From an optimization exercise on the open Yosys and OpenROAD flow, aimed at small area; shortcuts taken in it are not production practice. Function was checked by simulation only, so behaviour that the tests miss may differ from the original. Power and IR drop assume default switching activity.

==> harbor: inputs <==
==> flow/design.v <==
package usb_pkg;
  localparam int BUFFER_DEPTH = 64;
  typedef enum logic [1:0] {
    SIZE_1B   = 2'd0,
    SIZE_2B   = 2'd1,
    SIZE_4B   = 2'd2,
    SIZE_RSVD = 2'd3
  } xfer_size_t;
  function automatic logic [2:0] size_bytes(input xfer_size_t size);
    case (size)
      2'd0:    size_bytes = 3'd1;
      2'd1:    size_bytes = 3'd2;
      2'd2:    size_bytes = 3'd4;
      default: size_bytes = 3'd0;
    endcase
  endfunction
endpackage
module usb_buffer_mem
#(
  parameter int DEPTH = usb_pkg::BUFFER_DEPTH,
  localparam int AW   = $clog2(DEPTH)
) (
  input  logic          clk,
  input  logic [3:0]    wrEn,
  input  logic [AW-1:0] wrBase,
  input  logic [31:0]   wrData,
  input  logic [AW-1:0] rdBase,
  output logic [31:0]   rdData
);
  logic [7:0] mem [DEPTH];
  always_ff @(posedge clk) begin
    for (int k = 0; k < 4; k++) begin
      if (wrEn[k]) begin
        mem[wrBase + AW'(k)] <= wrData[8*k +: 8];
      end
    end
  end
  always_comb begin
    rdData = '0;
    for (int k = 0; k < 4; k++) begin
      rdData[8*k +: 8] = mem[rdBase + AW'(k)];
    end
  end
endmodule
module usb_data_buffer
#(
  parameter int DEPTH     = usb_pkg::BUFFER_DEPTH,
  parameter int OCC_WIDTH = $clog2(DEPTH) + 1
) (
  input  logic                 clk,
  input  logic                 rst,
  input  logic                 Clear,
  input  logic                 Store_Host_Data,
  input  logic                 Get_Host_Data,
  input  logic [1:0]           Host_Size,
  input  logic [31:0]          Host_Data_In,
  output logic [31:0]          Host_Data_Out,
  input  logic                 Store_RX_Packet_Data,
  input  logic [7:0]           RX_Packet_Data,
  input  logic                 Get_TX_Packet_Data,
  output logic [7:0]           TX_Packet_Data,
  output logic [OCC_WIDTH-1:0] Buffer_Occupancy,
  output logic                 Buffer_Error
);
  localparam int AW = $clog2(DEPTH);
  logic [AW-1:0]        rdPtr, wrPtr;
  logic [OCC_WIDTH-1:0] occ;
  logic                 errFlag;
  usb_pkg::xfer_size_t hostSize;
  logic [2:0] hostBytes;
  logic       hostSizeBad;
  logic [2:0]         popN, popAcc, pushN, pushAcc;
  logic               popOk, popErr, pushOk, pushErr;
  logic [OCC_WIDTH:0] occAfterPop;
  logic               pushFits;
  logic [3:0]         wrEn;
  logic [31:0]        wrData, rdData;
  assign hostSize    = usb_pkg::xfer_size_t'(Host_Size);
  assign hostBytes   = usb_pkg::size_bytes(hostSize);
  assign hostSizeBad = (hostSize == usb_pkg::SIZE_RSVD);
  always_comb begin
    popN   = 3'd0;
    popOk  = 1'b0;
    popErr = 1'b0;
    if (Get_TX_Packet_Data) begin
      popN   = 3'd1;
      popOk  = (OCC_WIDTH'(popN) <= occ);
      popErr = Get_Host_Data | ~popOk;
    end else if (Get_Host_Data) begin
      popN = hostBytes;
      if (hostSizeBad) begin
        popErr = 1'b1;
      end else begin
        popOk  = (OCC_WIDTH'(popN) <= occ);
        popErr = ~popOk;
      end
    end
    popAcc = popOk ? popN : 3'd0;
  end
  always_comb begin
    pushN       = 3'd0;
    pushOk      = 1'b0;
    pushErr     = 1'b0;
    wrData      = Host_Data_In;
    occAfterPop = {1'b0, occ} - (OCC_WIDTH+1)'(popAcc);
    if (Store_RX_Packet_Data) begin
      pushN  = 3'd1;
      wrData = {24'h0, RX_Packet_Data};
    end else if (Store_Host_Data) begin
      pushN = hostBytes;
    end
    pushFits = ((occAfterPop + (OCC_WIDTH+1)'(pushN)) <= (OCC_WIDTH+1)'(DEPTH));
    if (Store_RX_Packet_Data) begin
      pushOk  = pushFits;
      pushErr = Store_Host_Data | ~pushFits;
    end else if (Store_Host_Data) begin
      if (hostSizeBad) begin
        pushErr = 1'b1;
      end else begin
        pushOk  = pushFits;
        pushErr = ~pushFits;
      end
    end
    pushAcc = pushOk ? pushN : 3'd0;
  end
  always_comb begin
    wrEn = '0;
    for (int k = 0; k < 4; k++) begin
      wrEn[k] = ~Clear & (3'(k) < pushAcc);
    end
  end
  usb_buffer_mem #(.DEPTH(DEPTH)) u_mem (
    .clk    (clk),
    .wrEn   (wrEn),
    .wrBase (wrPtr),
    .wrData (wrData),
    .rdBase (rdPtr),
    .rdData (rdData)
  );
  always_ff @(posedge clk) begin
    if (rst || Clear) begin
      rdPtr   <= '0;
      wrPtr   <= '0;
      occ     <= '0;
      errFlag <= 1'b0;
    end else begin
      rdPtr   <= rdPtr + AW'(popAcc);
      wrPtr   <= wrPtr + AW'(pushAcc);
      occ     <= occ - OCC_WIDTH'(popAcc) + OCC_WIDTH'(pushAcc);
      errFlag <= popErr | pushErr;
    end
  end
  always_comb begin
    Host_Data_Out = '0;
    for (int k = 0; k < 4; k++) begin
      if (occ > OCC_WIDTH'(k)) begin
        Host_Data_Out[8*k +: 8] = rdData[8*k +: 8];
      end
    end
  end
  assign TX_Packet_Data   = (occ != '0) ? rdData[7:0] : 8'h00;
  assign Buffer_Occupancy = occ;
  assign Buffer_Error     = errFlag;
endmodule
==> flow/run.sh <==
#!/bin/bash
# synth_recipe.tcl (not shown) runs the flow's synth.tcl, then flattens the netlist and writes it again
# the make line also repeats each setting of config.mk as NAME=value (left out here)
make -C /OpenROAD-flow-scripts/flow DESIGN_CONFIG=/design/flow/config.mk WORK_HOME=/design/flow/orfs CLKGATE_MAP_FILE= SYNTH_SCRIPT=/design/flow/synth_recipe.tcl finish
==> flow/config.mk <==
export PLATFORM = sky130hd
export DESIGN_NAME = usb_data_buffer
export DESIGN_NICKNAME = usb_data_buffer
export VERILOG_FILES = /design/flow/design.v
export SDC_FILE = /design/flow/constraint.sdc
export NUM_CORES = 4
export LEC_CHECK = 0
export CAP_MARGIN = 20
export CORE_MARGIN = 2
export CORE_UTILIZATION = 30
export SLEW_MARGIN = 20
==> flow/constraint.sdc <==
create_clock -name core_clock -period 10.0 [get_ports {clk}]
set_input_delay 2.0000 -clock core_clock [delete_from_list [all_inputs] [get_ports {clk}]]
set_output_delay 2.0000 -clock core_clock [all_outputs]
set_load 0.01 [all_outputs]
==> delta (differences from harbor) <==
==> flow/design.v, changed modules only <==
module usb_buffer_mem
#(
  parameter int DEPTH = usb_pkg::BUFFER_DEPTH,
  localparam int R    = DEPTH / 4
) (
  input  logic           clk,
  input  logic [4*R-1:0] wrSel,
  input  logic [31:0]    wrData,
  input  logic [4*R-1:0] rdSel,
  output logic [31:0]    rdData
);
  logic [7:0] mem [4][R];
  always_ff @(posedge clk) begin
    for (int b = 0; b < 4; b++) begin
      for (int r = 0; r < R; r++) begin
        if (wrSel[R*b + r]) begin
          mem[b][r] <= wrData[8*b +: 8];
        end
      end
    end
  end
  always_comb begin
    rdData = '0;
    for (int b = 0; b < 4; b++) begin
      for (int r = 0; r < R; r++) begin
        rdData[8*b +: 8] = rdData[8*b +: 8] | (mem[b][r] & {8{rdSel[R*b + r]}});
      end
    end
  end
endmodule
module usb_data_buffer
#(
  parameter int DEPTH     = usb_pkg::BUFFER_DEPTH,
  parameter int OCC_WIDTH = $clog2(DEPTH) + 1
) (
  input  logic                 clk,
  input  logic                 rst,
  input  logic                 Clear,
  input  logic                 Store_Host_Data,
  input  logic                 Get_Host_Data,
  input  logic [1:0]           Host_Size,
  input  logic [31:0]          Host_Data_In,
  output logic [31:0]          Host_Data_Out,
  input  logic                 Store_RX_Packet_Data,
  input  logic [7:0]           RX_Packet_Data,
  input  logic                 Get_TX_Packet_Data,
  output logic [7:0]           TX_Packet_Data,
  output logic [OCC_WIDTH-1:0] Buffer_Occupancy,
  output logic                 Buffer_Error
);
  localparam int AW = $clog2(DEPTH);
  localparam int R  = DEPTH / 4;
  localparam int RW = AW - 2;
  logic [AW-1:0]        rdPtr, wrPtr;
  logic [OCC_WIDTH-1:0] occ;
  logic                 errFlag;
  usb_pkg::xfer_size_t hostSize;
  logic [2:0] hostBytes;
  logic       hostSizeBad;
  logic [2:0]         popN, popAcc, pushN, pushAcc;
  logic               popOk, popErr, pushOk, pushErr;
  logic [OCC_WIDTH:0] occAfterPop;
  logic               pushFits;
  assign hostSize    = usb_pkg::xfer_size_t'(Host_Size);
  assign hostBytes   = usb_pkg::size_bytes(hostSize);
  assign hostSizeBad = (hostSize == usb_pkg::SIZE_RSVD);
  always_comb begin
    popN   = 3'd0;
    popOk  = 1'b0;
    popErr = 1'b0;
    if (Get_TX_Packet_Data) begin
      popN   = 3'd1;
      popOk  = (OCC_WIDTH'(popN) <= occ);
      popErr = Get_Host_Data | ~popOk;
    end else if (Get_Host_Data) begin
      popN = hostBytes;
      if (hostSizeBad) begin
        popErr = 1'b1;
      end else begin
        popOk  = (OCC_WIDTH'(popN) <= occ);
        popErr = ~popOk;
      end
    end
    popAcc = popOk ? popN : 3'd0;
  end
  always_comb begin
    pushN       = 3'd0;
    pushOk      = 1'b0;
    pushErr     = 1'b0;
    occAfterPop = {1'b0, occ} - (OCC_WIDTH+1)'(popAcc);
    if (Store_RX_Packet_Data) begin
      pushN = 3'd1;
    end else if (Store_Host_Data) begin
      pushN = hostBytes;
    end
    pushFits = ((occAfterPop + (OCC_WIDTH+1)'(pushN)) <= (OCC_WIDTH+1)'(DEPTH));
    if (Store_RX_Packet_Data) begin
      pushOk  = pushFits;
      pushErr = Store_Host_Data | ~pushFits;
    end else if (Store_Host_Data) begin
      if (hostSizeBad) begin
        pushErr = 1'b1;
      end else begin
        pushOk  = pushFits;
        pushErr = ~pushFits;
      end
    end
    pushAcc = pushOk ? pushN : 3'd0;
  end
  assign wrPtr = rdPtr + occ[AW-1:0];
  logic [1:0]      wo;
  logic [RW-1:0]   wr;
  logic [R-1:0]    wRow;
  logic [3:0]      laneEn, woHot;
  logic [7:0]      lane0;
  logic [4*R-1:0]  wrSel;
  logic [31:0]     bankWrData;
  assign wo     = wrPtr[1:0];
  assign wr     = wrPtr[AW-1:2];
  assign lane0  = Store_RX_Packet_Data ? RX_Packet_Data : Host_Data_In[7:0];
  always_comb begin
    for (int k = 0; k < 4; k++) begin
      laneEn[k] = (3'(k) < pushAcc);
      woHot[k]  = (wo == 2'(k));
    end
    for (int r = 0; r < R; r++) begin
      wRow[r] = (wr == RW'(r));
    end
    bankWrData = '0;
    wrSel      = '0;
    for (int b = 0; b < 4; b++) begin
      for (int k = 0; k < 4; k++) begin
        if (k == 0) begin
          bankWrData[8*b +: 8] = bankWrData[8*b +: 8] | (lane0 & {8{woHot[(b-k)&3]}});
        end else begin
          bankWrData[8*b +: 8] = bankWrData[8*b +: 8] |
                                 (Host_Data_In[8*k +: 8] & {8{woHot[(b-k)&3]}});
        end
      end
      for (int r = 0; r < R; r++) begin
        for (int k = 0; k < 4; k++) begin
          if (((b - k) & 3) > b) begin
            wrSel[R*b + r] = wrSel[R*b + r] |
                             (laneEn[k] & woHot[(b-k)&3] & wRow[(r-1)&(R-1)]);
          end else begin
            wrSel[R*b + r] = wrSel[R*b + r] |
                             (laneEn[k] & woHot[(b-k)&3] & wRow[r]);
          end
        end
      end
    end
  end
  logic [1:0]      ro;
  logic [RW-1:0]   rr;
  logic [R-1:0]    rRow;
  logic [3:0]      rHi;
  logic [4*R-1:0]  rdSel;
  logic [31:0]     bankRdData;
  assign ro = rdPtr[1:0];
  assign rr = rdPtr[AW-1:2];
  always_comb begin
    for (int r = 0; r < R; r++) begin
      rRow[r] = (rr == RW'(r));
    end
    for (int b = 0; b < 4; b++) begin
      rHi[b] = (2'(b) < ro);
      for (int r = 0; r < R; r++) begin
        rdSel[R*b + r] = rHi[b] ? rRow[(r-1)&(R-1)] : rRow[r];
      end
    end
  end
  usb_buffer_mem #(.DEPTH(DEPTH)) u_mem (
    .clk    (clk),
    .wrSel  (wrSel),
    .wrData (bankWrData),
    .rdSel  (rdSel),
    .rdData (bankRdData)
  );
  always_ff @(posedge clk) begin
    if (rst || Clear) begin
      rdPtr   <= '0;
      occ     <= '0;
      errFlag <= 1'b0;
    end else begin
      rdPtr   <= rdPtr + AW'(popAcc);
      occ     <= occ - OCC_WIDTH'(popAcc) + OCC_WIDTH'(pushAcc);
      errFlag <= popErr | pushErr;
    end
  end
  always_comb begin
    Host_Data_Out = '0;
    for (int k = 0; k < 4; k++) begin
      for (int b = 0; b < 4; b++) begin
        if ((occ > OCC_WIDTH'(k)) && (ro == 2'((b - k) & 3))) begin
          Host_Data_Out[8*k +: 8] = Host_Data_Out[8*k +: 8] | bankRdData[8*b +: 8];
        end
      end
    end
  end
  assign TX_Packet_Data   = Host_Data_Out[7:0];
  assign Buffer_Occupancy = occ;
  assign Buffer_Error     = errFlag;
endmodule
Settings changed: ABC_AREA from default to 1.
==> willow (differences from harbor) <==
==> flow/design.v, changed modules only <==
module usb_buffer_mem
#(
  parameter int DEPTH = usb_pkg::BUFFER_DEPTH,
  localparam int R    = DEPTH / 4
) (
  input  logic           clk,
  input  logic [4*R-1:0] wrSel,
  input  logic [31:0]    wrData,
  input  logic [4*R-1:0] rdSel,
  output logic [31:0]    rdData
);
  logic [7:0] mem [4][R];
  always_ff @(posedge clk) begin
    for (int b = 0; b < 4; b++) begin
      for (int r = 0; r < R; r++) begin
        if (wrSel[R*b + r]) begin
          mem[b][r] <= wrData[8*b +: 8];
        end
      end
    end
  end
  always_comb begin
    rdData = '0;
    for (int b = 0; b < 4; b++) begin
      for (int r = 0; r < R; r++) begin
        rdData[8*b +: 8] = rdData[8*b +: 8] | (mem[b][r] & {8{rdSel[R*b + r]}});
      end
    end
  end
endmodule
module usb_data_buffer
#(
  parameter int DEPTH     = usb_pkg::BUFFER_DEPTH,
  parameter int OCC_WIDTH = $clog2(DEPTH) + 1
) (
  input  logic                 clk,
  input  logic                 rst,
  input  logic                 Clear,
  input  logic                 Store_Host_Data,
  input  logic                 Get_Host_Data,
  input  logic [1:0]           Host_Size,
  input  logic [31:0]          Host_Data_In,
  output logic [31:0]          Host_Data_Out,
  input  logic                 Store_RX_Packet_Data,
  input  logic [7:0]           RX_Packet_Data,
  input  logic                 Get_TX_Packet_Data,
  output logic [7:0]           TX_Packet_Data,
  output logic [OCC_WIDTH-1:0] Buffer_Occupancy,
  output logic                 Buffer_Error
);
  localparam int AW = $clog2(DEPTH);
  localparam int R  = DEPTH / 4;
  localparam int RW = AW - 2;
  logic [AW-1:0]        rdPtr, wrPtr;
  logic [OCC_WIDTH-1:0] occ;
  logic                 errFlag;
  usb_pkg::xfer_size_t hostSize;
  logic [2:0] hostBytes;
  logic       hostSizeBad;
  logic [2:0]         popN, popAcc, pushN, pushAcc;
  logic               popOk, popErr, pushOk, pushErr;
  logic [OCC_WIDTH:0] occAfterPop;
  logic               pushFits;
  assign hostSize    = usb_pkg::xfer_size_t'(Host_Size);
  assign hostBytes   = usb_pkg::size_bytes(hostSize);
  assign hostSizeBad = (hostSize == usb_pkg::SIZE_RSVD);
  always_comb begin
    popN   = 3'd0;
    popOk  = 1'b0;
    popErr = 1'b0;
    if (Get_TX_Packet_Data) begin
      popN   = 3'd1;
      popOk  = (OCC_WIDTH'(popN) <= occ);
      popErr = Get_Host_Data | ~popOk;
    end else if (Get_Host_Data) begin
      popN = hostBytes;
      if (hostSizeBad) begin
        popErr = 1'b1;
      end else begin
        popOk  = (OCC_WIDTH'(popN) <= occ);
        popErr = ~popOk;
      end
    end
    popAcc = popOk ? popN : 3'd0;
  end
  always_comb begin
    pushN       = 3'd0;
    pushOk      = 1'b0;
    pushErr     = 1'b0;
    occAfterPop = {1'b0, occ} - (OCC_WIDTH+1)'(popAcc);
    if (Store_RX_Packet_Data) begin
      pushN = 3'd1;
    end else if (Store_Host_Data) begin
      pushN = hostBytes;
    end
    pushFits = ((occAfterPop + (OCC_WIDTH+1)'(pushN)) <= (OCC_WIDTH+1)'(DEPTH));
    if (Store_RX_Packet_Data) begin
      pushOk  = pushFits;
      pushErr = Store_Host_Data | ~pushFits;
    end else if (Store_Host_Data) begin
      if (hostSizeBad) begin
        pushErr = 1'b1;
      end else begin
        pushOk  = pushFits;
        pushErr = ~pushFits;
      end
    end
    pushAcc = pushOk ? pushN : 3'd0;
  end
  assign wrPtr = rdPtr + occ[AW-1:0];
  logic [1:0]      wo;
  logic [RW-1:0]   wr;
  logic [R-1:0]    wRow;
  logic [3:0]      laneEn, woHot;
  logic [7:0]      lane0;
  logic [4*R-1:0]  wrSel;
  logic [31:0]     bankWrData;
  assign wo     = wrPtr[1:0];
  assign wr     = wrPtr[AW-1:2];
  assign lane0  = Store_RX_Packet_Data ? RX_Packet_Data : Host_Data_In[7:0];
  always_comb begin
    for (int k = 0; k < 4; k++) begin
      laneEn[k] = (3'(k) < pushAcc);
      woHot[k]  = (wo == 2'(k));
    end
    for (int r = 0; r < R; r++) begin
      wRow[r] = (wr == RW'(r));
    end
    bankWrData = '0;
    wrSel      = '0;
    for (int b = 0; b < 4; b++) begin
      for (int k = 0; k < 4; k++) begin
        if (k == 0) begin
          bankWrData[8*b +: 8] = bankWrData[8*b +: 8] | (lane0 & {8{woHot[(b-k)&3]}});
        end else begin
          bankWrData[8*b +: 8] = bankWrData[8*b +: 8] |
                                 (Host_Data_In[8*k +: 8] & {8{woHot[(b-k)&3]}});
        end
      end
      for (int r = 0; r < R; r++) begin
        for (int k = 0; k < 4; k++) begin
          if (((b - k) & 3) > b) begin
            wrSel[R*b + r] = wrSel[R*b + r] |
                             (laneEn[k] & woHot[(b-k)&3] & wRow[(r-1)&(R-1)]);
          end else begin
            wrSel[R*b + r] = wrSel[R*b + r] |
                             (laneEn[k] & woHot[(b-k)&3] & wRow[r]);
          end
        end
      end
    end
  end
  logic [1:0]      ro;
  logic [RW-1:0]   rr;
  logic [R-1:0]    rRow;
  logic [3:0]      rHi;
  logic [4*R-1:0]  rdSel;
  logic [31:0]     bankRdData;
  assign ro = rdPtr[1:0];
  assign rr = rdPtr[AW-1:2];
  always_comb begin
    for (int r = 0; r < R; r++) begin
      rRow[r] = (rr == RW'(r));
    end
    for (int b = 0; b < 4; b++) begin
      rHi[b] = (2'(b) < ro);
      for (int r = 0; r < R; r++) begin
        rdSel[R*b + r] = rHi[b] ? rRow[(r-1)&(R-1)] : rRow[r];
      end
    end
  end
  usb_buffer_mem #(.DEPTH(DEPTH)) u_mem (
    .clk    (clk),
    .wrSel  (wrSel),
    .wrData (bankWrData),
    .rdSel  (rdSel),
    .rdData (bankRdData)
  );
  always_ff @(posedge clk) begin
    if (rst || Clear) begin
      rdPtr   <= '0;
      occ     <= '0;
      errFlag <= 1'b0;
    end else begin
      rdPtr   <= rdPtr + AW'(popAcc);
      occ     <= occ - OCC_WIDTH'(popAcc) + OCC_WIDTH'(pushAcc);
      errFlag <= popErr | pushErr;
    end
  end
  always_comb begin
    Host_Data_Out = '0;
    for (int k = 0; k < 4; k++) begin
      for (int b = 0; b < 4; b++) begin
        if ((occ > OCC_WIDTH'(k)) && (ro == 2'((b - k) & 3))) begin
          Host_Data_Out[8*k +: 8] = Host_Data_Out[8*k +: 8] | bankRdData[8*b +: 8];
        end
      end
    end
  end
  assign TX_Packet_Data   = Host_Data_Out[7:0];
  assign Buffer_Occupancy = occ;
  assign Buffer_Error     = errFlag;
endmodule
==> flow/flow/run.sh (new file) <==
#!/bin/bash
# Standard synthesis, then an area re-map of its combinational logic (the
# registers stay exactly as the standard synthesis made them), then the
# standard layout steps with one small buffer on every port.
set -euo pipefail
R=orfs/results/sky130hd/usb_data_buffer/base
L=orfs/logs/sky130hd/usb_data_buffer/base
LIB=$FLOW_HOME/platforms/sky130hd/lib/sky130_fd_sc_hd__tt_025C_1v80.lib

bash standard.sh synth > synth_standard.log 2>&1
cp $R/1_2_yosys.v synth_standard.v

DU=$(grep -o -- "-dont_use [^ ]*" $L/1_2_yosys.log | sort -u | tr '\n' ' ')
SEQ=$(grep -o "sky130_fd_sc_hd__[a-z0-9_]*" synth_standard.v | sort -u | grep -E "__(e|s)?df|__dl" | sed 's/^/=/' | tr '\n' ' ')
sed -e "s#@LIB@#$LIB#g" -e "s#@DU@#$DU#" -e "s#@SEQ@#$SEQ#" \
    -e "s#@IN@#synth_standard.v#" -e "s#@OUT@#$R/1_2_yosys.v#" \
    -e "s#@SCRIPT@#flow/area.abc#" -e "s#@STAT@#remap_stat.txt#" flow/remap.ys > remap_run.ys
yosys -s remap_run.ys > remap.log 2>&1
rm -f $R/1_synth.odb
bash standard.sh synth > synth_odb.log 2>&1

export CTS_ARGS="-sink_clustering_enable -repair_clock_nets -dont_use_dummy_load -buf_list sky130_fd_sc_hd__clkbuf_8 -sink_clustering_size 20 -sink_clustering_max_diameter 40"
export BUFFER_PORTS_ARGS="-buffer_cell sky130_fd_sc_hd__buf_1"
bash standard.sh ${FLOW_LOCAL_TARGET:-finish} > layout.log 2>&1
==> flow/flow/area.abc (new file) <==
strash
dch -f
amap -F 4 -A 8 -C 1000
topo
==> flow/flow/remap.ys (new file) <==
# Re-map the combinational logic of the standard synthesis netlist for area.
# The registers (every flip-flop instance, with its name and cell type) are
# kept as they are; only the logic between them is re-mapped by ABC.
read_liberty -overwrite -setattr liberty_cell -unit_delay -wb -ignore_miss_func -ignore_buses @LIB@
read_verilog -noautowire @IN@
hierarchy -top usb_data_buffer
setattr -mod -set keep_hierarchy 1 @SEQ@
flatten -wb
delete t:$specify2 t:$specify3 t:$scopeinfo
opt_clean -purge
opt -fast
abc -script @SCRIPT@ -liberty @LIB@ @DU@
opt_clean -purge
hilomap -singleton -hicell sky130_fd_sc_hd__conb_1 HI -locell sky130_fd_sc_hd__conb_1 LO
insbuf -buf sky130_fd_sc_hd__buf_1 A X
splitnets
opt_clean -purge
rename -hide w:* i:* o:* %u %d
read_liberty -overwrite -setattr liberty_cell -lib @LIB@
hierarchy -top usb_data_buffer
check -assert
tee -o @STAT@ stat -liberty @LIB@
write_verilog -noattr -nohex -nodec @OUT@
==> flow/standard.sh (new file) <==
#!/bin/bash
# synth_recipe.tcl (not shown) runs the flow's synth.tcl, then flattens the netlist and writes it again
# the make line also repeats each setting of config.mk as NAME=value (left out here)
make -C /OpenROAD-flow-scripts/flow DESIGN_CONFIG=/design/flow/config.mk WORK_HOME=/design/flow/orfs CLKGATE_MAP_FILE= SYNTH_SCRIPT=/design/flow/synth_recipe.tcl "${@:-finish}"
Settings changed: ABC_AREA from default to 1, CORE_UTILIZATION 30 to 60.
removed: flow/run.sh
==> comparison table <==
|  | delta | willow | harbor |
|---|---|---|---|
| Global-route total usage across every layer | 18.0% | 39.6% | 33.5% |
| CTS Buf Count | 55 | 53 | 67 |
| Area growth from synthesis to layout | 16.9% | 9.20% | 11.3% |
| P_clk | 1950 uW | 1150 uW | 2650 uW |
| Master of the slowest instance on the critical path | nor3_1 | nor2_1 | o211ai_1 |
| Slowest stage delay, CP | 0.57 ns | 0.99 ns | 0.94 ns |
| Layout cells sized above 1 | 6.23% | 6.85% | 25.6% |
| Synth top area share | 64.2% | - | 28.9% |
| Final design utilization | 35.4% | 66.1% | 33.7% |
| Detail-routed via count per cell | 4.94 | 7.77 | 7.56 |
| Power Dens Cells | 265 nW/um^2 | 270 nW/um^2 | 193 nW/um^2 |
| Post-Layout Cell Count | 3618 | 2083 | 6992 |
| Total combinational power | 2490 uW | 2180 uW | 6250 uW |
| Deepest level of the CTS H-tree | 2 | 2 | 3 |
| Outcome | no timing/DRC/antenna violations | no timing/DRC/antenna violations | no timing/DRC/antenna violations |
| Seq cells | 526 | 526 | 532 |
| Routed vias | 17.9k | 16.2k | 52.9k |

==> port drivers added, routing unchanged <==
The results above use ideal ports. As a check the final layouts listed here were re-extracted and re-timed, cells and wires unchanged.
Step 1: set_driving_cell puts a clkbuf_16 on clk and a buf_2 on each other input, an assumption about the parent block.
Step 2 times the ports against the registers' clock, not the clock port: input delays grow and output delays shrink by t, the midpoint of the rising clock arrivals with the driver on.
Three values: ideal ports, drivers, drivers and shift; two values: the first two.
run | t, ns | slack for setup (ns) | worst setup path at the end
harbor | 0.778 | 1.592 / 1.591 / 0.813 | input to register
delta | 0.663 | 2.613 / 2.639 / 1.976 | input to register
willow | 0.704 | 1.455 / 1.403 / 0.940 | input to register
After both steps every run listed still meets setup and hold. The setup slack of harbor, which loses most, moves by -0.001 ns with the drivers and by -0.779 ns with both steps.
